This is an optimization exercise on Yosys and OpenROAD, whose aim is small area, a short achievable clock period and few clock cycles, not a production implementation. Function was checked by simulation only, so behaviour that the tests miss may differ from the original. Power figures rest on the tool's default switching activity, not on a simulated workload.

$ cat flow/design.v
package lscs_pkg;
  localparam int unsigned ChunkMaxBits = 52;
  localparam int unsigned ChunkW       = 53;
  localparam int unsigned CbW = 6;
  localparam int unsigned CcW = 7;
  localparam int unsigned CfgDataW = 7;
  localparam int unsigned LeadW = 12;
endpackage
module lscs_front (
  input  logic [114:0] win_i,
  input  logic [5:0]   sh_i,
  input  logic [51:0]  mask_i,
  output logic [51:0]  mag_o
);
  logic [82:0] s1;
  logic [66:0] s2;
  logic [58:0] s3;
  logic [54:0] s4;
  logic [52:0] s5;
  logic [51:0] s6;
  assign s1 = sh_i[5] ? win_i[114:32] : win_i[82:0];
  assign s2 = sh_i[4] ? s1[82:16]     : s1[66:0];
  assign s3 = sh_i[3] ? s2[66:8]      : s2[58:0];
  assign s4 = sh_i[2] ? s3[58:4]      : s3[54:0];
  assign s5 = sh_i[1] ? s4[54:2]      : s4[52:0];
  assign s6 = sh_i[0] ? s5[52:1]      : s5[51:0];
  assign mag_o = s6 & mask_i;
endmodule
module lscs_back (
  input  logic        clk_i,
  input  logic        rst_ni,
  input  logic        push_i,
  input  logic [51:0] mag_i,
  input  logic        neg_i,
  input  logic        last_i,
  output logic        blk_n_o,
  output logic        out_valid_o,
  input  logic        out_ready_i,
  output logic [52:0] chunk_o,
  output logic        last_o
);
  logic        p_v_q, s_v_q, o_v_q;
  logic [51:0] p_mag_q;
  logic        p_neg_q, p_last_q;
  logic [53:0] s_q, o_q;
  logic [53:0] p_val;
  logic        o_free, p_v_d, s_v_d;
  assign p_val  = {p_neg_q ? (53'd0 - {1'b0, p_mag_q}) : {1'b0, p_mag_q}, p_last_q};
  assign o_free = !o_v_q || out_ready_i;
  always_comb begin
    if (o_free) begin
      s_v_d = s_v_q && p_v_q;
      p_v_d = push_i;
    end else begin
      s_v_d = s_v_q || p_v_q;
      p_v_d = push_i || (p_v_q && s_v_q);
    end
  end
  always_ff @(posedge clk_i or negedge rst_ni) begin
    if (!rst_ni) begin
      p_v_q <= 1'b0;
      s_v_q <= 1'b0;
      o_v_q <= 1'b0;
    end else begin
      p_v_q <= p_v_d;
      s_v_q <= s_v_d;
      if (o_free) o_v_q <= s_v_q || p_v_q;
    end
  end
  always_ff @(posedge clk_i) begin
    if (push_i) begin
      p_mag_q  <= mag_i;
      p_neg_q  <= neg_i;
      p_last_q <= last_i;
    end
    if (o_free) begin
      o_q <= s_v_q ? s_q : p_val;
    end
    if (o_free || !s_v_q) begin
      s_q <= p_val;
    end
  end
  assign blk_n_o     = p_v_d && s_v_d;
  assign out_valid_o = o_v_q;
  assign chunk_o     = o_q[53:1];
  assign last_o      = o_q[0];
endmodule
module limb_stream_to_chunk_splitter_core #(
  parameter int unsigned LIMB_BITS  = 64,
  parameter int unsigned MAX_CHUNKS = 64
) (
  input  logic                              clk_i,
  input  logic                              rst_ni,
  input  logic                              cfg_we_i,
  input  logic [0:0]                        cfg_index_i,
  input  logic [lscs_pkg::CfgDataW-1:0]     cfg_wdata_i,
  input  logic                              in_valid_i,
  output logic                              in_ready_o,
  input  logic [LIMB_BITS-1:0]              limb_i,
  input  logic                              first_limb_i,
  input  logic                              last_limb_i,
  input  logic                              negative_i,
  input  logic [lscs_pkg::LeadW-1:0]        lead_zero_bits_i,
  output logic                              out_valid_o,
  input  logic                              out_ready_i,
  output logic signed [lscs_pkg::ChunkW-1:0] chunk_o,
  output logic                              last_chunk_o
);
  localparam int unsigned DW = 14;
  logic [5:0] cbw;
  logic [5:0] k1_q;
  logic [7:0] k2_q;
  logic [6:0] cc_q;
  always_comb begin
    if (cfg_wdata_i[5:0] == 6'd0)      cbw = 6'd1;
    else if (cfg_wdata_i[5:0] > 6'd52) cbw = 6'd52;
    else                               cbw = cfg_wdata_i[5:0];
  end
  always_ff @(posedge clk_i or negedge rst_ni) begin
    if (!rst_ni) begin
      k1_q <= 6'd40;
      k2_q <= 8'd16;
      cc_q <= 7'd16;
    end else if (cfg_we_i) begin
      if (cfg_index_i == 1'b0) begin
        k1_q <= 6'd0 - cbw;
        k2_q <= 8'd64 - {1'b0, cbw, 1'b0};
      end else begin
        if (cfg_wdata_i == 7'd0)      cc_q <= 7'd1;
        else if (cfg_wdata_i > 7'd64) cc_q <= 7'd64;
        else                          cc_q <= cfg_wdata_i;
      end
    end
  end
  logic [DW-1:0] ncb;
  logic [51:0]   mask;
  assign ncb = {{(DW-6){1'b1}}, k1_q};
  always_comb begin
    for (int j = 0; j < 52; j++) mask[j] = ({1'b0, k1_q} + 7'(j)) < 7'd64;
  end
  logic [114:0]  win_q;
  logic [DW-1:0] d_q, dc_q;      
  logic [6:0]    rem_q;          
  logic          live_q, one_q;  
  logic          sign_q, pad_q;
  logic          rdy_q;          
  logic          emit_q;         
  logic [5:0]    sh_q;           
  logic          big_q;          
  logic          emit, need, done, blk_n;
  logic          acc, ld_first, ld_cont, ld_pad, ld_app;
  logic [51:0]   mag;
  assign emit = emit_q;
  assign need = emit ? dc_q[DW-1] : d_q[DW-1];
  assign done = !live_q || (emit && one_q);
  assign acc      = in_valid_i && rdy_q;
  assign ld_first = acc && first_limb_i;
  assign ld_cont  = acc && !first_limb_i && !done;
  assign ld_pad   = pad_q && need && !done;
  assign ld_app   = ld_cont || ld_pad;
  logic [6:0]    f_lo;
  logic [7:0]    g_lo;
  logic [DW-1:0] f_d, g_dc;
  logic [5:0]    lead_hi;
  logic [7:0]    hp1, hm1;
  assign lead_hi = lead_zero_bits_i[11:6];
  assign hp1  = {2'b0, lead_hi} + 8'd1;
  assign hm1  = {2'b0, lead_hi} - 8'd1;
  assign f_lo = {1'b0, lead_zero_bits_i[5:0]} + {1'b0, k1_q};
  assign g_lo = {2'b0, lead_zero_bits_i[5:0]} + k2_q;
  assign f_d  = f_lo[6] ? {hp1, f_lo[5:0]} : {2'b0, lead_hi, f_lo[5:0]};
  always_comb begin
    unique case (g_lo[7:6])
      2'b01:   g_dc = {hp1, g_lo[5:0]};
      2'b11:   g_dc = {hm1, g_lo[5:0]};
      default: g_dc = {2'b0, lead_hi, g_lo[5:0]};
    endcase
  end
  logic [DW-1:0] e_dc;
  logic [6:0]    c0, c1;
  assign e_dc = dc_q + ncb;
  assign c0   = {1'b0, d_q[5:0]} + {1'b1, k1_q};
  assign c1   = {1'b0, dc_q[5:0]} + {1'b1, k1_q};
  logic [DW-1:0] d_n, dc_n;
  logic [6:0]    rem_n;
  logic          sign_n, pad_n, big_n;
  always_comb begin
    sign_n = sign_q;
    pad_n  = pad_q;
    rem_n  = emit ? (rem_q - 7'd1) : rem_q;
    d_n[5:0] = ld_first ? f_d[5:0] : (emit ? dc_q[5:0] : d_q[5:0]);
    if (ld_first) begin
      d_n[DW-1:6] = f_d[DW-1:6];
      dc_n        = g_dc;
      big_n       = |f_d[DW-2:6];
    end else if (ld_app) begin
      d_n[DW-1:6] = '0;
      dc_n        = emit ? {{(DW-7){c1[6]}}, c1} : {{(DW-7){c0[6]}}, c0};
      big_n       = 1'b0;
    end else begin
      d_n[DW-1:6] = emit ? dc_q[DW-1:6] : d_q[DW-1:6];
      dc_n        = emit ? e_dc : dc_q;
      big_n       = emit ? |dc_q[DW-2:6] : big_q;
    end
    if (cfg_we_i) begin
      rem_n = 7'd0;
      pad_n = 1'b0;
    end else if (ld_first) begin
      rem_n  = cc_q;
      sign_n = negative_i;
      pad_n  = last_limb_i;
    end else if (ld_cont) begin
      pad_n  = last_limb_i;
    end
  end
  logic live_e, one_e;           
  logic two_q;
  assign two_q  = (rem_q == 7'd2);
  assign live_e = emit ? !one_q : live_q;
  assign one_e  = emit ? two_q : one_q;
  logic r_first, r_app, r_hold, rdy_n, live_n, one_n, emit_n;
  logic cc1, gneg;
  assign cc1  = (cc_q == 7'd1);
  assign gneg = (lead_hi == 6'd0) && g_lo[7];    
  assign live_n = !cfg_we_i && (ld_first || live_e);
  assign one_n  = !cfg_we_i && (ld_first ? cc1 : one_e);
  always_comb begin
    r_first = !blk_n && (cc1 || (gneg && !last_limb_i));
    r_app   = !live_e || (!blk_n && (one_e ||
              ((emit ? c1[6] : c0[6]) && !(ld_cont ? last_limb_i : pad_q))));
    if (emit) begin
      r_hold = !live_e || (!blk_n && !dc_q[DW-1] && (one_e || (e_dc[DW-1] && !pad_q)))
               || ((blk_n || dc_q[DW-1]) && dc_q[DW-1] && !pad_q);
    end else begin
      r_hold = !live_e || (!blk_n && !d_q[DW-1] && (one_e || (dc_q[DW-1] && !pad_q)))
               || ((blk_n || d_q[DW-1]) && d_q[DW-1] && !pad_q);
    end
    emit_n = !cfg_we_i && !blk_n &&
             (ld_first || (live_e && (ld_app || !(emit ? dc_q[DW-1] : d_q[DW-1]))));
    if (cfg_we_i)      rdy_n = 1'b1;
    else if (ld_first) rdy_n = r_first;
    else if (ld_app)   rdy_n = r_app;
    else               rdy_n = r_hold;
  end
  always_ff @(posedge clk_i or negedge rst_ni) begin
    if (!rst_ni) begin
      d_q    <= 14'h3FE8;   
      dc_q   <= 14'h3FD0;   
      rem_q  <= 7'd16;
      live_q <= 1'b1;
      one_q  <= 1'b0;
      sign_q <= 1'b0;
      pad_q  <= 1'b0;
      rdy_q  <= 1'b1;
      emit_q <= 1'b0;
    end else begin
      d_q    <= d_n;
      dc_q   <= dc_n;
      rem_q  <= rem_n;
      live_q <= live_n;
      one_q  <= one_n;
      sign_q <= sign_n;
      pad_q  <= pad_n;
      rdy_q  <= rdy_n;
      emit_q <= emit_n;
    end
  end
  always_ff @(posedge clk_i) begin
    sh_q  <= d_n[5:0];
    big_q <= big_n;
  end
  always_ff @(posedge clk_i) begin
    if (ld_first) begin
      win_q <= {51'd0, limb_i};
    end else if (ld_app) begin
      win_q <= {win_q[50:0], ld_cont ? limb_i : 64'd0};
    end
  end
  assign in_ready_o = rdy_q;
  lscs_front u_cut (
    .win_i  (win_q),
    .sh_i   (sh_q),
    .mask_i (mask & {52{!big_q}}),
    .mag_o  (mag)
  );
  lscs_back u_out (
    .clk_i       (clk_i),
    .rst_ni      (rst_ni),
    .push_i      (emit),
    .mag_i       (mag),
    .neg_i       (sign_q),
    .last_i      (one_q),
    .blk_n_o     (blk_n),
    .out_valid_o (out_valid_o),
    .out_ready_i (out_ready_i),
    .chunk_o     (chunk_o),
    .last_o      (last_chunk_o)
  );
endmodule
$ cat flow/flow/run.sh
#!/bin/bash
set -euo pipefail
export BUFFER_PORTS_ARGS="-buffer_cell sky130_fd_sc_hd__buf_2"
export SETUP_SLACK_MARGIN=6.7
bash standard.sh > flow_make.log 2>&1
$ cat flow/standard.sh
#!/bin/bash
# synth_recipe.tcl (not shown) runs the flow's synth.tcl, then flattens the netlist and writes it again
# the make line also repeats each setting of config.mk as NAME=value (left out here)
make -C /OpenROAD-flow-scripts/flow DESIGN_CONFIG=/design/flow/config.mk WORK_HOME=/design/flow/orfs CLKGATE_MAP_FILE= SYNTH_SCRIPT=/design/flow/synth_recipe.tcl "${@:-finish}"
$ cat flow/config.mk
export PLATFORM = sky130hd
export DESIGN_NAME = limb_stream_to_chunk_splitter_core
export DESIGN_NICKNAME = limb_stream_to_chunk_splitter_core
export VERILOG_FILES = /design/flow/design.v
export SDC_FILE = /design/flow/constraint.sdc
export NUM_CORES = 4
export LEC_CHECK = 0
export CAP_MARGIN = 20
export CORE_MARGIN = 2
export CORE_UTILIZATION = 40
export CTS_BUF_LIST = sky130_fd_sc_hd__clkbuf_8
export SLEW_MARGIN = 20
$ cat flow/constraint.sdc
create_clock -name core_clock -period 10.0 [get_ports {clk_i}]
set_input_delay 2.0000 -clock core_clock [delete_from_list [all_inputs] [get_ports {clk_i}]]
set_output_delay 2.0000 -clock core_clock [all_outputs]
set_load 0.01 [all_outputs]
==> results of run 1 <==
==> report_power, final <==
group	internal [uW]	switching (uW)	leakage, uW
registers	2140	346	0.00335
clock network	721	565	0.000664
logic	1570	2000	0.00439
==> area by class of cell <==
type                       count  area [um^2]  area share
timing repair buffer         183         1097     0.04830
multi-input combinational   1287        10160      0.4473
tap                          664        830.8     0.03657
sequential                   336         9294      0.4091
clock buffer                  61        839.6     0.03696
clock inverter                40        347.8     0.01531
inverter                      36        145.1    0.006389
==> routing by layer <==
| layer | vias to the layer above | share of wire | GRT usage |
|---|---|---|---|
| li1 | 6942 | - | - |
| met1 | 7050 | 0.47 | 0.2772 |
| met2 | 460 | 0.46 | 0.3081 |
| met3 | 71 | 0.050 | 0.02773 |
| met4 | 0 | 0.022 | 0.06091 |
| met5 | - | 0 | 0 |
==> cell usage in the layout, fill, tap and decap left out, drive strengths merged, types with 11 or more instances in the layout <==
cell type and instances:
a311oi 11, o22ai 12, dfstp 18, clkinv 21
or4 11, a211oi 23, clkbuf 61, nor3 34
mux4 86, nor2 91, dfxtp 57, edfxtp 227
mux2 89, o31ai 16, o21ai 96, nand2 234
inv 46, dfrtp 34, buf 183, nor4 16
nand3 19, o41ai 12, mux2i 89, a21oi 108
nand2b 15, ha 30, xnor2 67, and2 73
==> worst max-delay path, stage by stage <==
cell       delay, ns
buf_8           0.08
ha_4            0.13
inv_2           0.04
fa_2            0.36
nor2b_4         0.13
o2111ai_2       0.14
nand2_2         0.16
xor2_4          0.09
buf_4           0.16
mux2i_2         0.14
or3_1           0.33
a32oi_2         0.22
==> cells by family after synthesis <==
kind of cell    Yosys count  share of synthesized area
simple gates            542                     0.1304
mux                     264                     0.1933
flops                   336                     0.4685
buf+inv                 156                    0.03057
compound gates          369                     0.1197
xor+xnor                 77                    0.03404
fa+ha+maj                35                    0.02349
==> registers in the layout, indices dropped and copies added (netlist names), 2 cells and up <==
register       cells
sh_q               6
win_q            115
k1_q               6
u_out.p_mag_q     52
d_q                7
rem_q              7
dc_q              14
k2_q               2
u_out.o_q         54
cc_q               7
u_out.s_q         54
==> how the worst min path moves through the flow <==
stage                             from                      end
3_3_place_gp   win_q[103]$_SDFFE_PP0N_  win_q[103]$_SDFFE_PP0N_
5_1_grt             sign_q$_DFFE_PN0P_  u_out.p_neg_q$_DFFE_PP_
2_1_floorplan       sign_q$_DFFE_PN0P_  u_out.p_neg_q$_DFFE_PP_
6_report       win_q[109]$_SDFFE_PP0N_  win_q[109]$_SDFFE_PP0N_
4_1_cts        win_q[109]$_SDFFE_PP0N_  win_q[109]$_SDFFE_PP0N_
3_5_place_dp   win_q[109]$_SDFFE_PP0N_  win_q[109]$_SDFFE_PP0N_
==> per-stage QoR <==
step | power (uW) | instance area (um^2) | std cells | utilization
finish | 7339 | 22720 | 2607 | 0.4641
detailed placement | 5963 | 21200 | 2488 | 0.4331
floorplan | 4973 | 19960 | 1779 | -
global placement | 5904 | 21200 | 2488 | 0.4331
CTS | 7307 | 22510 | 2599 | 0.4599
global route | 7770 | 22720 | 2607 | 0.4641
==> repair_timing <==
action,CTS,global route
setup endpoints to repair,51,26
buffers inserted,10,6
resized for setup,16,27
pin swaps,5,9
==> run summary, run 1 <==
Synth-to-Final Area Change = 14.66%
Die X = 226.6 um
Top-area cell type share of the netlist area = 0.3441
Clk_skew = 0.02835 ns
Max VDD drop = 0.0001359 V
Syn_area_per_cell = 11.14 um^2
RSZ-0062 raised after global routing = yes
Clock latency on the worst-skew pair = 0.64 ns
R2R depth = 8
Total Routing Usage GR = 0.1949
Final worst slack = 6.551 ns
Gpl congestion = 0.9183
DR WL/cell = 19.36 um
DRC = 0
Tmin final = 3.449 ns
Largest net degree at the start of global routing = 77
Die Area = 0.05132 mm^2
Fillers = 4524
CTS tree = yes
Reg-to-reg startpoint = sh_q[4]$_DFF_P_
CTS HTree Levels = 2
First-pass GRT wire length = 78560 um
Post-synth top flop = edfxtp_1
Status = timing/DRC/antenna clean
Initial core utilization = 0.4047
Worst Path Arrival = 3.99 ns
Root Driver = clkbuf_8
Seq/Total Area, Yosys = 0.4685
Grt ovf = 0
Row count = 81
Clock Tree Buf Depth = 3
Via count = 14520
Area leader, netlist = edfxtp_1
Syn. warnings = 2
#FFs+latches synth = 336
Crit path to = dc_q[11]$_DFFE_PN1P_
FFs w/ async S/R, synth = 0.1548
CP Launch Point = lead_zero_bits_i[1]
Hold WS = 0.4447 ns
Fin crit share = 0.3449
Mapped Nets = 1905
Critical path class = input port to flop
Fin. Hold Viols = 0
I/O pin count = 148
Worst Hold Depth = 2
Power Density = 323.1 mW/mm^2
Count leader, synth = nand2_1
Leak = 0.008406 uW
Post-DP HPWL = 36150 um
Worst Tran Pin Value = 1.006 ns
Dominant cells by area after synthesis = edfxtp_1 (34%), mux4_2 (9.8%), dfxtp_1 (5.8%)
CP endpoint kind = flop
Headroom to the max-slew limit = 0.3232
Antenna-violating nets left = 0
DP Worst Slack = 5.576 ns
Post-synthesis cell area = 0.01981 mm^2
1st-iter DRT viols = 1405
Port buffer count = 147
Ant diodes = 0
Worst R2R End = u_out.p_mag_q[1]$_DFFE_PP_
Fmax = 289.9 MHz
CTS Hold Bufs = 0
Yosys cell types = 77
Final Setup Violations = 0
Reg2reg setup slack = 6.89 ns
Pre-Repair DR Iteration Count = 8
Initial antenna violation count = 0
Vias per cell = 5.571
Number of buffers created by CTS = 55
Crit-path max FO = 3
Fin. max-slew vios = 0
Crit start category = input port
Share of cells above drive strength 1 = 0.2717
Tightest Hold Check Type = flop to flop
Vias in the first global route = 13870
Post-synth EDFFs = 227
Core Region = 0.04895 mm^2
Die H = 226.6 um
Setup TNS = 0 ns
CP required = 10.54 ns
Nets = 2025
Syn Inst Count = 1779
Post-synth top cells = nand2_1 (234), edfxtp_1 (227), a21oi_1 (108)
CTS clk-pin slew, worst paths = 0.06 ns
Final wirelength = 50460 um
CTS sink cnt = 336
Maxcap violations = 0
Testbench counts, summed over its fixed seeds: cycles 11,953.
==> inputs of run 2 (changes only) <==
--- a/flow/config.mk
+++ b/flow/config.mk
@@ -8,5 +8,7 @@
 export CAP_MARGIN = 20
 export CORE_MARGIN = 2
 export CORE_UTILIZATION = 40
-export CTS_BUF_LIST = sky130_fd_sc_hd__clkbuf_8
+export CTS_BUF_LIST = sky130_fd_sc_hd__clkbuf_16
+export CTS_CLUSTER_DIAMETER = 100
+export CTS_CLUSTER_SIZE = 24
 export SLEW_MARGIN = 20
==> run 2 against run 1 <==
Against the previous run:
- sequential cell count stayed put
- hold slack better by 0.0067 ns
- largest power group unchanged
- core utilization shrank 1.4 points
- routed wire length fell by 0.78%
- fmax shrank 1.6%
- still clean on timing, DRC and antenna
- cell count down 2.8%
- power decreased by 6.8%
- count of clock-buffer cells in the layout down 42
- non-clock buffer count down 5
- worst setup slack lost 0.057 ns
- critical endpoint is now dc_q[9]$_DFFE_PN1P_
- clock power down 38%
- sequential power about the same
==> run summary, run 2 <==
Largest register FFs = 115 (unchanged)
RSZ-0062 raised after global routing = yes
Most frequent cells in the layout = nand2_1 (230), edfxtp_1 (227), buf_2 (145)
Post-DP HPWL = 36150 um (unchanged)
Final wirelength = 50070 um (-0.78%)
Max VDD drop = 0.0001206 V (-11%)
Internal = 4043 uW (-8.7%)
Placed inst area = 0.02120 mm^2 (unchanged)
Ant diodes = 0 (unchanged)
Post-synthesis cell area = 0.01981 mm^2 (unchanged)
Regs by FF count = win_q (115), u_out.o_q (54), u_out.s_q (54)
1st-iter DRT viols = 1278 (-9.0%)
CTS clk-pin slew, worst paths = 0.09 ns (+0.03 ns)
Post-synthesis compound-gate area fraction = 0.1197 (unchanged)
Leak = 0.008011 uW (-4.7%)
Clock latency on the worst-skew pair = 0.55 ns (-0.09 ns)
I/O pin count = 148 (unchanged)
Top-area cell type share of the netlist area = 0.3441 (unchanged)
Setup TNS = 0 ns (unchanged)
Fin. max-slew vios = 0 (unchanged)
Final worst slack = 6.494 ns (-0.05702 ns)
Worst Tran Pin Value = 0.9384 ns (-0.06762 ns)
Vias in the first global route = 13550 (-2.4%)
WL met3 = 2578 um (+3.0%)
Nets = 1984 (-2.0%)
Synth-to-Final Area Change = 11.20%
Reg area = 0.009294 mm^2 (unchanged)
Multiplexer area fraction after synthesis = 0.1933 (unchanged)
Adder-Cell Fraction of Synth Area = 0.02349 (unchanged)
Seq/Total Area, Yosys = 0.4685 (unchanged)
Die X = 226.6 um (unchanged)
Largest net degree at the start of global routing = 77 (unchanged)
Initial antenna violation count = 0 (unchanged)
Row count = 81 (unchanged)
Die Area = 0.05132 mm^2 (unchanged)
Initial core utilization = 0.4047 (unchanged)
Maxcap violations = 0 (unchanged)
Worst Path Arrival = 3.97 ns (-0.02 ns)
Count leader, synth = nand2_1
Fmax = 285.2 MHz (-1.6%)
CTS Hold Bufs = 0 (unchanged)
Final Setup Violations = 0 (unchanged)
Port buffer count = 147 (unchanged)
Most common cell after layout, fill and taps aside = nand2_1
Flop pwr share = 0.362 (+0.024)
Gpl congestion = 0.9183 (unchanged)
DP Worst Slack = 5.576 ns (unchanged)
Post-synth top flop = edfxtp_1
CTS HTree Levels = 1 (-1)
Die H = 226.6 um (unchanged)
Area leader, netlist = edfxtp_1
Tmin final = 3.506 ns (+0.05702 ns)
DRC = 0 (unchanged)
XOR/XNOR share of the synthesized area = 0.03404 (unchanged)
Multi-input logic area = 0.01017 mm^2 (about the same)
Fillers = 4556 (+0.71%)
Fin. Hold Viols = 0 (unchanged)
Fin crit share = 0.3506 (+0.005702)
Core Region = 0.04895 mm^2 (unchanged)
Syn Inst Count = 1779 (unchanged)
Post-synth top cells = nand2_1 (234), edfxtp_1 (227), a21oi_1 (108)
Syn_area_per_cell = 11.14 um^2 (unchanged)
Mapped Nets = 1905 (unchanged)
Crit path cell chain = buf_8 > ha_4 > inv_2 > fa_2 > nor2b_4 > o2111ai_2 > nand2_2 > xor2_4 > mux2i_1 > or3_1 > a32oi_1
Total Routing Usage GR = 0.1911 (-0.003755)
Pre-Repair DR Iteration Count = 6 (-2)
Number of buffers created by CTS = 18 (-67%)
Crit-path slowest cell = fa_2
CP required = 10.46 ns (-0.08 ns)
Max layer used = met4
#FFs+latches synth = 336 (unchanged)
Power Density = 310.4 mW/mm^2 (-3.9%)
Tightest Hold Check Type = flop to flop
Grt ovf = 0 (unchanged)
M1 wire length = 23090 um (-2.3%)
Clk_skew = 0.02610 ns (-0.002249 ns)
Via count = 14370 (-1.1%)
Syn. warnings = 2 (unchanged)
Clock Tree Buf Depth = 3 (unchanged)
Synth Area in Simple Gates = 0.1304 (unchanged)
FFs w/ async S/R, synth = 0.1548 (unchanged)
Root Driver = clkbuf_16
Biggest register = win_q
Vias per cell = 5.669 (+1.8%)
Fin area = 0.02203 mm^2 (-3.0%)
Yosys cell types = 77 (unchanged)
CP endpoint kind = flop
Reported net switching power = 2794 uW (-4.0%)
DR WL/cell = 19.76 um (+2.1%)
CTS sink cnt = 336 (unchanged)
Headroom to the max-slew limit = 0.3687 (+0.04550)
CTS tree = yes
Comb pwr share = 0.520 (+0.033)
Largest family of logic cells by synthesized area = multiplexers
First-pass GRT wire length = 77420 um (-1.5%)
Hold WS = 0.4514 ns (+0.006651 ns)
Crit start category = input port
Status = timing/DRC/antenna clean
Dominant cells by area after synthesis = edfxtp_1 (34%), mux4_2 (9.8%), dfxtp_1 (5.8%)
Critical path class = input port to flop
Share of cells above drive strength 1 = 0.2471 (-0.02469)
Clk pwr share = 0.118 (-0.057)
Switch share = 0.4087 (+0.01224)
Crit-path max FO = 5 (+2)
Met2 routed WL = 23220 um (about the same)
Antenna-violating nets left = 0 (unchanged)
Largest stage delay, worst path = 0.36 ns (about the same)
Post-synth EDFFs = 227 (unchanged)
## run 2: kinds of logic after synthesis
logic type | after synthesis
DFF | 336
adders and majority gates | 35
AOI/OAI and AO/OA | 369
buffers and inverters | 156
muxes | 264
xor gates and xnor gates | 77
and+or+nand+nor | 542
## run 2: power groups by stage
stage	Combinational, uW	Sequential [uW]	Clock [uW]
detailed placement	3450	2510	0
global placement	3410	2490	0
CTS	3490	2480	834
finish	3560	2480	804
global route	3830	2540	874
floorplan	2530	2440	0
## run 2: layout make-up
cell class | count | share of cell area
clock inverters | 13 | 0.003010
multi-input cells | 1287 | 0.4615
clock buffers | 19 | 0.02158
repair buffers | 178 | 0.04737
flip-flops and latches | 336 | 0.4219
inverters | 36 | 0.006588
repair inverters | 1 | 0.0003408
well taps | 664 | 0.03771
## run 2: repair_timing
item	CTS	global route
setup buffers	9	3
pin swaps	8	11
cloned	1	0
gates resized for setup	23	25
endpoints found under the setup margin	114	27
## run 2: path summary, 6_finish.rpt
| kind | from | slack [ns] | cells after the start | end |
|---|---|---|---|---|
| worst max-delay path | lead_zero_bits_i[1] | 6.49 | 11 | dc_q[9]$_DFFE_PN1P_ |
| worst min-delay path | win_q[109]$_SDFFE_PP0N_ | 0.45 | 2 | win_q[109]$_SDFFE_PP0N_ |
| worst max register to register | sh_q[4]$_DFF_P_ | 6.87 | 8 | u_out.p_mag_q[1]$_DFFE_PP_ |
| worst min register to register | win_q[109]$_SDFFE_PP0N_ | 0.45 | 2 | win_q[109]$_SDFFE_PP0N_ |
| max in group asynchronous | rst_ni | 7.89 | 2 | u_out.s_v_q$_DFF_PN0_ |
| min in group asynchronous | rst_ni | 1.57 | 2 | dc_q[5]$_DFFE_PN0P_ |
## run 2: critical path: cells and delay by family
family | cells | cell delay [ns]
AOI/OAI and AO/OA | 2 | 0.34
adders and majority gates | 2 | 0.50
muxes | 1 | 0.13
and+or+nand+nor | 3 | 0.63
xor gates and xnor gates | 1 | 0.26
buffers and inverters | 2 | 0.12
## run 2: per-layer routing
| metal | up-vias | global-route usage |
|---|---|---|
| li1 | 6821 | - |
| met1 | 7019 | 0.2760 |
| met2 | 463 | 0.3087 |
| met3 | 63 | 0.02022 |
| met4 | 0 | 0.04648 |
| met5 | - | 0 |
## run 2: stage by stage
| stage | total power [uW] | instances | util |
|---|---|---|---|
| global placement | 5904 | 2488 | 0.4331 |
| CTS | 6809 | 2530 | 0.4473 |
| floorplan | 4973 | 1779 | - |
| detailed placement | 5963 | 2488 | 0.4331 |
| global route | 7240 | 2534 | 0.4500 |
| finish | 6837 | 2534 | 0.4500 |
==> inputs of run 3 (changes only) <==
==> flow/flow/run.sh (replaced) <==
#!/bin/bash
set -euo pipefail
export BUFFER_PORTS_ARGS="-buffer_cell sky130_fd_sc_hd__buf_1"
export SETUP_SLACK_MARGIN=6.7
bash standard.sh > flow_make.log 2>&1
==> run 3 against run 2 <==
Against the previous run:
- via count hardly changed
- synthesized cell count is the same
- first-iteration DRC count down 13%
- fmax hardly changed
- largest cell class unchanged
- largest power group unchanged
==> run summary, run 3 <==
DR WL/cell = 19.81 um (+0.27%)
Count leader, synth = nand2_1
Core Region = 0.04895 mm^2 (unchanged)
DRC = 0 (unchanged)
Share of cells above drive strength 1 = 0.1702 (-0.07683)
CP required = 10.45 ns (about the same)
Reg2reg setup slack = 6.83 ns (-0.04 ns)
Crit-path slowest cell = fa_2
Fmax = 285.0 MHz (about the same)
Leak = 0.007660 uW (-4.4%)
Seq/Total Area, Yosys = 0.4685 (unchanged)
Initial core utilization = 0.4047 (unchanged)
Power Density = 313.0 mW/mm^2 (+0.85%)
Reg area = 0.009293 mm^2 (about the same)
#FFs+latches synth = 336 (unchanged)
Clock latency on the worst-skew pair = 0.55 ns (about the same)
Final Setup Violations = 0 (unchanged)
Number of buffers created by CTS = 18 (unchanged)
Via count = 14360 (-0.021%)
Maxcap violations = 0 (unchanged)
Largest stage delay, worst path = 0.36 ns (about the same)
Initial antenna violation count = 0 (unchanged)
Post-synthesis cell area = 0.01981 mm^2 (unchanged)
First-pass GRT wire length = 78310 um (+1.1%)
Status = timing/DRC/antenna clean
Largest net degree at the start of global routing = 87 (+13%)
CTS clk-pin slew, worst paths = 0.10 ns (about the same)
Biggest register = win_q
Fin. Hold Viols = 0 (unchanged)
Worst Tran Pin Value = 0.8734 ns (-0.06493 ns)
Synth-to-Final Area Change = 10.43%
Dominant cells by area after synthesis = edfxtp_1 (34%), mux4_2 (9.8%), dfxtp_1 (5.8%)
Fin. max-slew vios = 0 (unchanged)
Post-synth EDFFs = 227 (unchanged)
Syn. warnings = 2 (unchanged)
Largest register FFs = 115 (unchanged)
Area leader, netlist = edfxtp_1
CP endpoint kind = flop
Crit-path max FO = 6 (+1)
Nets = 1988 (+0.20%)
Die X = 226.6 um (unchanged)
DP Worst Slack = 5.466 ns (-0.1095 ns)
Multi-input logic area = 0.01014 mm^2 (-0.28%)
Syn Inst Count = 1779 (unchanged)
Final worst slack = 6.492 ns (-0.002040 ns)
Total Routing Usage GR = 0.1940 (+0.002927)
Ant diodes = 0 (unchanged)
Clk_skew = 0.02287 ns (-0.003230 ns)
Buffers & Inverters on Critical Path = 2 (unchanged)
CTS HTree Levels = 1 (unchanged)
Placed Cells incl. Taps = 2489 (+0.040%)
Syn_area_per_cell = 11.14 um^2 (unchanged)
Grt ovf = 0 (unchanged)
Pre-Repair DR Iteration Count = 5 (-1)
Die H = 226.6 um (unchanged)
Placed inst area = 0.02103 mm^2 (-0.83%)
Reg-to-reg startpoint = u_out.p_mag_q[13]$_DFFE_PP_
Row count = 81 (unchanged)
Max VDD drop = 0.0001963 V (+63%)
Clock Tree Buf Depth = 3 (unchanged)
CP Launch Point = lead_zero_bits_i[1]
Regs by FF count = win_q (115), u_out.o_q (54), u_out.s_q (54)
Final wirelength = 50280 um (+0.42%)
1st-iter DRT viols = 1109 (-13%)
Most common cell after layout, fill and taps aside = nand2_1
Gpl congestion = 0.9028 (-1.7%)
Crit start category = input port
Most frequent cells in the layout = nand2_1 (230), edfxtp_1 (227), buf_1 (143)
Root Driver = clkbuf_16
Yosys cell types = 77 (unchanged)
Top-area cell type share of the netlist area = 0.3441 (unchanged)
RSZ-0062 raised after global routing = yes
CTS tree = yes
Mapped Nets = 1905 (unchanged)
CTS Hold Bufs = 0 (unchanged)
Headroom to the max-slew limit = 0.4177 (+0.04906)
Tightest Hold Check Type = flop to flop
Post-synth top flop = edfxtp_1
Post-synth top cells = nand2_1 (234), edfxtp_1 (227), a21oi_1 (108)
Setup TNS = 0 ns (unchanged)
FFs w/ async S/R, synth = 0.1548 (unchanged)
Critical path class = input port to flop
Hold_sp = sign_q$_DFFE_PN0P_
Crit path cell chain = buf_8 > ha_4 > inv_2 > fa_2 > nor2b_4 > o2111ai_2 > nand2_2 > xor2_4 > mux2i_1 > or3_1 > a32oi_1
CTS sink cnt = 336 (unchanged)
Vias per cell = 5.659 (-0.18%)
Antenna-violating nets left = 0 (unchanged)
Fillers = 4603 (+1.0%)
Fin area = 0.02188 mm^2 (-0.69%)
Vias in the first global route = 13720 (+1.3%)
Die Area = 0.05132 mm^2 (unchanged)
Tmin final = 3.508 ns (+0.002040 ns)
Fin crit share = 0.3508 (about the same)
I/O pin count = 148 (unchanged)
Post-DP HPWL = 36280 um (+0.34%)
Port buffer count = 147 (unchanged)
Worst Path Arrival = 3.96 ns (about the same)
Non-filler cells, final = 2538 (+0.16%)
Largest delay share family, worst path = simple AND/OR/NAND/NOR gates
[run 3: area by class of cell]
class | instances | share of cell area
multi-input cells | 1287 | 0.4634
flip-flops and latches | 336 | 0.4248
repair buffers | 182 | 0.04106
well taps | 664 | 0.03798
clock buffers | 19 | 0.02173
inverters | 36 | 0.006463
clock inverters | 13 | 0.004232
repair inverters | 1 | 0.0003432
[run 3: per-stage QoR]
stage | power, uW | hold WS, ns | utilization
final | 6848 | 0.4541 | 0.4469
after global routing | 7278 | 0.4697 | 0.4469
after CTS | 6821 | 0.4581 | 0.4443
after detailed placement | 5945 | 0.4348 | 0.4295
after global placement | 5888 | 0.4282 | 0.4295
after floorplan | 4973 | 0.4211 | -
[run 3: cells by family (layout without fill, tap and decap cells)]
family / after synthesis / count (layout) / share of synthesized area
muxes: 264 / 264 / 0.1933
and+or+nand+nor: 542 / 542 / 0.1304
adders and majority gates: 35 / 35 / 0.02349
DFF: 336 / 336 / 0.4685
xor gates and xnor gates: 77 / 77 / 0.03404
buffers and inverters: 156 / 251 / 0.03057
AOI/OAI and AO/OA: 369 / 369 / 0.1197
[run 3: repair_timing]
| action | CTS | global route |
|---|---|---|
| gates cloned | 1 | 0 |
| endpoints found under the setup margin | 111 | 19 |
| setup buffers | 10 | 5 |
| resized for setup | 26 | 19 |
| pin swaps | 8 | 6 |
[run 3: final timing paths]
check	endpoint	cells after the start
min reg2reg	u_out.p_neg_q$_DFFE_PP_	0
max in group asynchronous	u_out.s_v_q$_DFF_PN0_	2
min	u_out.p_neg_q$_DFFE_PP_	0
min in group asynchronous	dc_q[5]$_DFFE_PN0P_	2
max	dc_q[9]$_DFFE_PN1P_	11
max reg2reg	u_out.o_q[46]$_DFFE_PP_	7
[run 3: layer usage]
layer | track usage | vias up | wire (um)
li1 | - | 6833 | -
met1 | 0.2771 | 6971 | 23160
met2 | 0.3047 | 475 | 22920
met3 | 0.02747 | 82 | 2538
met4 | 0.06133 | 2 | 1622
met5 | 0.005865 | - | 40
[run 3: power by group]
| part | internal, uW | switching (uW) | total [uW] |
|---|---|---|---|
| clock network | 379 | 452 | 831 |
| registers | 2130 | 330 | 2460 |
| logic | 1530 | 2030 | 3550 |
[run 3: worst register-to-register path, cell delays in order (launching register included)]
cell and delay, ns:
edfxtp_1 0.47, or3_4 0.41, or4_1 0.53, or4_4 0.63
nand2b_4 0.21, o41ai_2 0.25, xnor2_1 0.14, mux2_2 0.30
==> inputs of run 4 (changes only) <==
--- a/flow/design.v
+++ b/flow/design.v
@@ -109,7 +109,7 @@
   localparam int unsigned DW = 14;
   logic [5:0] cbw;
   logic [5:0] k1_q;
-  logic [7:0] k2_q;
+  logic [7:0] k2;
   logic [6:0] cc_q;
   always_comb begin
     if (cfg_wdata_i[5:0] == 6'd0)      cbw = 6'd1;
@@ -119,12 +119,10 @@
   always_ff @(posedge clk_i or negedge rst_ni) begin
     if (!rst_ni) begin
       k1_q <= 6'd40;
-      k2_q <= 8'd16;
       cc_q <= 7'd16;
     end else if (cfg_we_i) begin
       if (cfg_index_i == 1'b0) begin
         k1_q <= 6'd0 - cbw;
-        k2_q <= 8'd64 - {1'b0, cbw, 1'b0};
       end else begin
         if (cfg_wdata_i == 7'd0)      cc_q <= 7'd1;
         else if (cfg_wdata_i > 7'd64) cc_q <= 7'd64;
@@ -132,6 +130,7 @@
       end
     end
   end
+  assign k2 = {~k1_q[5], ~k1_q[5], k1_q[4:0], 1'b0};
   logic [DW-1:0] ncb;
   logic [51:0]   mask;
   assign ncb = {{(DW-6){1'b1}}, k1_q};
@@ -167,7 +166,7 @@
   assign hp1  = {2'b0, lead_hi} + 8'd1;
   assign hm1  = {2'b0, lead_hi} - 8'd1;
   assign f_lo = {1'b0, lead_zero_bits_i[5:0]} + {1'b0, k1_q};
-  assign g_lo = {2'b0, lead_zero_bits_i[5:0]} + k2_q;
+  assign g_lo = {2'b0, lead_zero_bits_i[5:0]} + k2;
   assign f_d  = f_lo[6] ? {hp1, f_lo[5:0]} : {2'b0, lead_hi, f_lo[5:0]};
   always_comb begin
     unique case (g_lo[7:6])
--- a/flow/config.mk
+++ b/flow/config.mk
@@ -7,7 +7,7 @@
 export LEC_CHECK = 0
 export CAP_MARGIN = 20
 export CORE_MARGIN = 2
-export CORE_UTILIZATION = 40
+export CORE_UTILIZATION = 55
 export CTS_BUF_LIST = sky130_fd_sc_hd__clkbuf_16
 export CTS_CLUSTER_DIAMETER = 100
 export CTS_CLUSTER_SIZE = 24
==> run 4 against run 3 <==
Against the previous run:
- still clean
- cell count decreased by 7.2%
- via count decreased by 0.29%
- clock power decreased by 1%
- hold slack got worse by 0.0032 ns
- largest power group unchanged
- highest routed layer is now met4
==> run summary, run 4 <==
Most frequent cells in the layout = nand2_1 (246), edfxtp_1 (227), buf_1 (142)
Max layer used = met4
Initial antenna violation count = 1 (+1)
WL met3 = 2521 um (-0.67%)
Post-synth top flop = edfxtp_1
First-pass GRT wire length = 76380 um (-2.5%)
Largest family of logic cells by synthesized area = multiplexers
Power Density = 314.5 mW/mm^2 (+0.48%)
Post-DP HPWL = 34980 um (-3.6%)
Vias in the first global route = 13580 (-1.0%)
CTS HTree Levels = 1 (unchanged)
DRC = 0 (unchanged)
CP Launch Point = lead_zero_bits_i[1]
Switch share = 0.4114 (+0.001126)
Synth-to-Final Area Change = 9.616%
CTS tree = yes
Total Routing Usage GR = 0.2616 (+0.06753)
CTS Hold Bufs = 0 (unchanged)
Share of cells above drive strength 1 = 0.1690 (-0.001270)
XOR/XNOR share of the synthesized area = 0.03216 (-0.001879)
Antenna-violating nets left = 0 (unchanged)
Row count = 69 (-15%)
Maxcap violations = 0 (unchanged)
Fin. max-slew vios = 0 (unchanged)
RSZ-0062 raised after global routing = yes
Die H = 192.8 um (-15%)
Post-synthesis cell area = 0.01961 mm^2 (-1.0%)
Reported net switching power = 2781 uW (-1.0%)
Final wirelength = 48690 um (-3.2%)
Port buffer count = 147 (unchanged)
Worst R2R End = dc_q[10]$_DFFE_PN1P_
CTS sink cnt = 334 (-0.60%)
Dominant cells by area after synthesis = edfxtp_1 (35%), mux4_2 (9.1%), dfxtp_1 (5.8%)
Met2 routed WL = 22830 um (-0.37%)
Clock latency on the worst-skew pair = 0.53 ns (-0.02 ns)
Top-area cell type share of the netlist area = 0.3476 (+0.003579)
Area leader, netlist = edfxtp_1
Nets = 2008 (+1.0%)
Final Setup Violations = 0 (unchanged)
Pre-Repair DR Iteration Count = 7 (+2)
Headroom to the max-slew limit = 0.3958 (-0.02189)
Tightest Hold Check Type = flop to flop
Clock Tree Buf Depth = 3 (unchanged)
Comb pwr share = 0.518 (about the same)
Worst Path Arrival = 3.84 ns (-0.12 ns)
Crit path to = dc_q[8]$_DFFE_PN1P_
Die X = 192.8 um (-15%)
Ant diodes = 0 (unchanged)
Mapped Nets = 1919 (+0.73%)
CP endpoint kind = flop
Number of buffers created by CTS = 18 (unchanged)
Flop pwr share = 0.361 (about the same)
Count leader, synth = nand2_1
Crit-path max FO = 4 (-2)
Largest net degree at the start of global routing = 71 (-18%)
Post-synth top cells = nand2_1 (250), edfxtp_1 (227), nor2_1 (123)
Post-synthesis compound-gate area fraction = 0.1220 (+0.002266)
Syn. warnings = 2 (unchanged)
Internal = 3979 uW (-1.5%)
Via count = 14320 (-0.29%)
Vias per cell = 6.082 (+7.5%)
Grt ovf = 0 (unchanged)
CTS clk-pin slew, worst paths = 0.08 ns (-0.02 ns)
Seq/Total Area, Yosys = 0.4708 (+0.002320)
Leak = 0.007653 uW (about the same)
Most common cell after layout, fill and taps aside = nand2_1
FFs w/ async S/R, synth = 0.1497 (-0.005061)
Gpl congestion = 0.9357 (+3.6%)
Status = timing/DRC/antenna clean
Clk_skew = 0.03110 ns (+0.008229 ns)
Die Area = 0.03718 mm^2 (-28%)
I/O pin count = 148 (unchanged)
#FFs+latches synth = 334 (-0.60%)
Reg2reg setup slack = 6.82 ns (about the same)
Initial core utilization = 0.5553 (+0.1506)
Fin. Hold Viols = 0 (unchanged)
Multiplexer area fraction after synthesis = 0.1839 (-0.009412)
Critical path class = input port to flop
Fillers = 2994 (-35%)
Syn_area_per_cell = 10.94 um^2 (-1.8%)
Clk pwr share = 0.121 (about the same)
Adder-Cell Fraction of Synth Area = 0.02425 (+0.0007549)
Syn Inst Count = 1793 (+0.79%)
Tmin final = 3.418 ns (-0.09002 ns)
Yosys cell types = 70 (-9.1%)
Post-synth EDFFs = 227 (unchanged)
Fmax = 292.6 MHz (+2.6%)
Reg-to-reg startpoint = k1_q[1]$_DFFE_PN0P_
Core Region = 0.03531 mm^2 (-28%)
Largest register FFs = 115 (unchanged)
Synth Area in Simple Gates = 0.1378 (+0.007418)
Fin crit share = 0.3418 (-0.009002)
DR WL/cell = 20.68 um (+4.4%)
Root Driver = clkbuf_16
M1 wire length = 22410 um (-3.2%)
Biggest register = win_q
Regs by FF count = win_q (115), u_out.o_q (54), u_out.s_q (54)
1st-iter DRT viols = 1116 (+0.63%)
CP required = 10.42 ns (-0.03 ns)
Pwr Total = 6760 uW (-1.3%)
Crit start category = input port
Max VDD drop = 0.0001791 V (-8.8%)
Setup TNS = 0 ns (unchanged)
R2R depth = 9 (+2)
Worst Tran Pin Value = 0.9063 ns (+0.03284 ns)
[run 4: cell types whose count changed after synthesis, moves of 8 or more]
cell,change
nor2_1,+32
nand2_1,+16
nor3_1,-8
buf_1,-8
a211oi_1,+19
[run 4: worst min-delay path by stage]
stage / startpoint / to / slack (ns) / cells after the start
2_1_floorplan: sign_q$_DFFE_PN0P_ / u_out.p_neg_q$_DFFE_PP_ / 0.42 / 0
3_3_place_gp: win_q[106]$_SDFFE_PP0N_ / win_q[106]$_SDFFE_PP0N_ / 0.44 / 2
3_5_place_dp: win_q[114]$_SDFFE_PP0N_ / win_q[114]$_SDFFE_PP0N_ / 0.44 / 2
4_1_cts: win_q[106]$_SDFFE_PP0N_ / win_q[106]$_SDFFE_PP0N_ / 0.45 / 2
5_1_grt: win_q[114]$_SDFFE_PP0N_ / win_q[114]$_SDFFE_PP0N_ / 0.47 / 2
6_report: win_q[106]$_SDFFE_PP0N_ / win_q[106]$_SDFFE_PP0N_ / 0.45 / 2
[run 4: critical path, cell delays in order]
cell and delay (ns):
buf_8 0.11, ha_4 0.15, inv_2 0.05, fa_2 0.20
nor2b_2 0.05, o31a_1 0.32, or3_4 0.35, a32o_1 0.26
a211oi_2 0.13, o21a_1 0.16, a31oi_1 0.05
[run 4: power by group through the flow]
stage | sequential (uW) | clock, uW | combinational (uW)
after CTS | 2440 | 846 | 3430
after global routing | 2510 | 891 | 3800
after global placement | 2450 | 0 | 3360
after detailed placement | 2470 | 0 | 3390
final | 2440 | 819 | 3500
after floorplan | 2440 | 0 | 2480
[run 4: cells by family (layout without fill, tap and decap cells)]
logic type	after synthesis	in the layout
AND/OR/NAND/NOR	582	584
AO/OA/AOI/OAI	370	370
flip-flops	334	334
multiplexers	251	251
buffers and inverters	148	247
XOR/XNOR	72	72
adder cells (fa/ha/maj)	36	36
[run 4: area by class of cell]
cell class,count,area [um^2],area share
Clock inverter,13,95.09,0.004424
Multi-Input combinational cell,1313,10070,0.4684
Sequential cell,334,9243,0.4300
Clock buffer,19,475.5,0.02212
Tap cell,461,576.8,0.02684
Inverter,29,112.6,0.005239
Timing Repair Buffer,186,923.4,0.04296
[run 4: per-layer routing]
layer	up-vias	GRT usage
met3	53	0.02655
met4	0	0.05755
met5	-	0
li1	6840	-
met1	6993	0.3825
met2	436	0.4228
[run 4: what timing repair did]
| action | in CTS | in global routing |
|---|---|---|
| hold endpoints to repair | 0 | 0 |
| endpoints found under the setup margin | 102 | 82 |
| resized for setup | 28 | 24 |
| pin swaps | 9 | 9 |
| gates cloned | 1 | 1 |
| buffers inserted | 9 | 8 |
[run 4: stage by stage]
| stage | area [um^2] | hold WS, ns | worst slack (ns) | instances | util |
|---|---|---|---|---|---|
| after global routing | 21490 | 0.4684 | 6.474 | 2355 | 0.6087 |
| after detailed placement | 20570 | 0.4444 | 5.743 | 2304 | 0.5825 |
| after global placement | 20550 | 0.4364 | 5.831 | 2303 | 0.5820 |
| after floorplan | 19720 | 0.4211 | 6.184 | 1793 | - |
| final | 21490 | 0.4509 | 6.582 | 2355 | 0.6087 |
| after CTS | 21310 | 0.4544 | 6.594 | 2346 | 0.6036 |
Testbench counts of run 4, summed over its fixed seeds: cycles 11,953.

## afterwards: timing with drivers on the ports
No port has a modelled driver above. Below, the same layouts with a new extraction and two added sets of constraints.
Step 1 (the two cells are an assumption about what drives the block):
set clk [get_ports {clk_i}]
set_driving_cell -lib_cell sky130_fd_sc_hd__clkbuf_16 $clk
set_driving_cell -lib_cell sky130_fd_sc_hd__buf_2 [delete_from_list [all_inputs] $clk]
Step 2 also shifts input and output timing later by t, the mid clock arrival at the registers, as if the neighbouring blocks saw the same clock.
a / b / c = no drivers / after step 1 / after step 2; a / b = the first two.
| run | shift t [ns] | setup slack, ns | worst setup path after step 2 |
|---|---|---|---|
| run 1 | 0.683 | 6.551 / 6.558 / 5.875 | input to register |
| run 2 | 0.587 | 6.494 / 6.499 / 5.912 | input to register |
| run 3 | 0.591 | 6.492 / 6.499 / 5.908 | input to register |
| run 4 | 0.570 | 6.582 / 6.590 / 6.020 | input to register |
After both steps setup and hold are still met in every run listed. For run 1, which loses most, drivers alone change the setup slack by +0.007 ns; drivers and shift together by -0.676 ns.
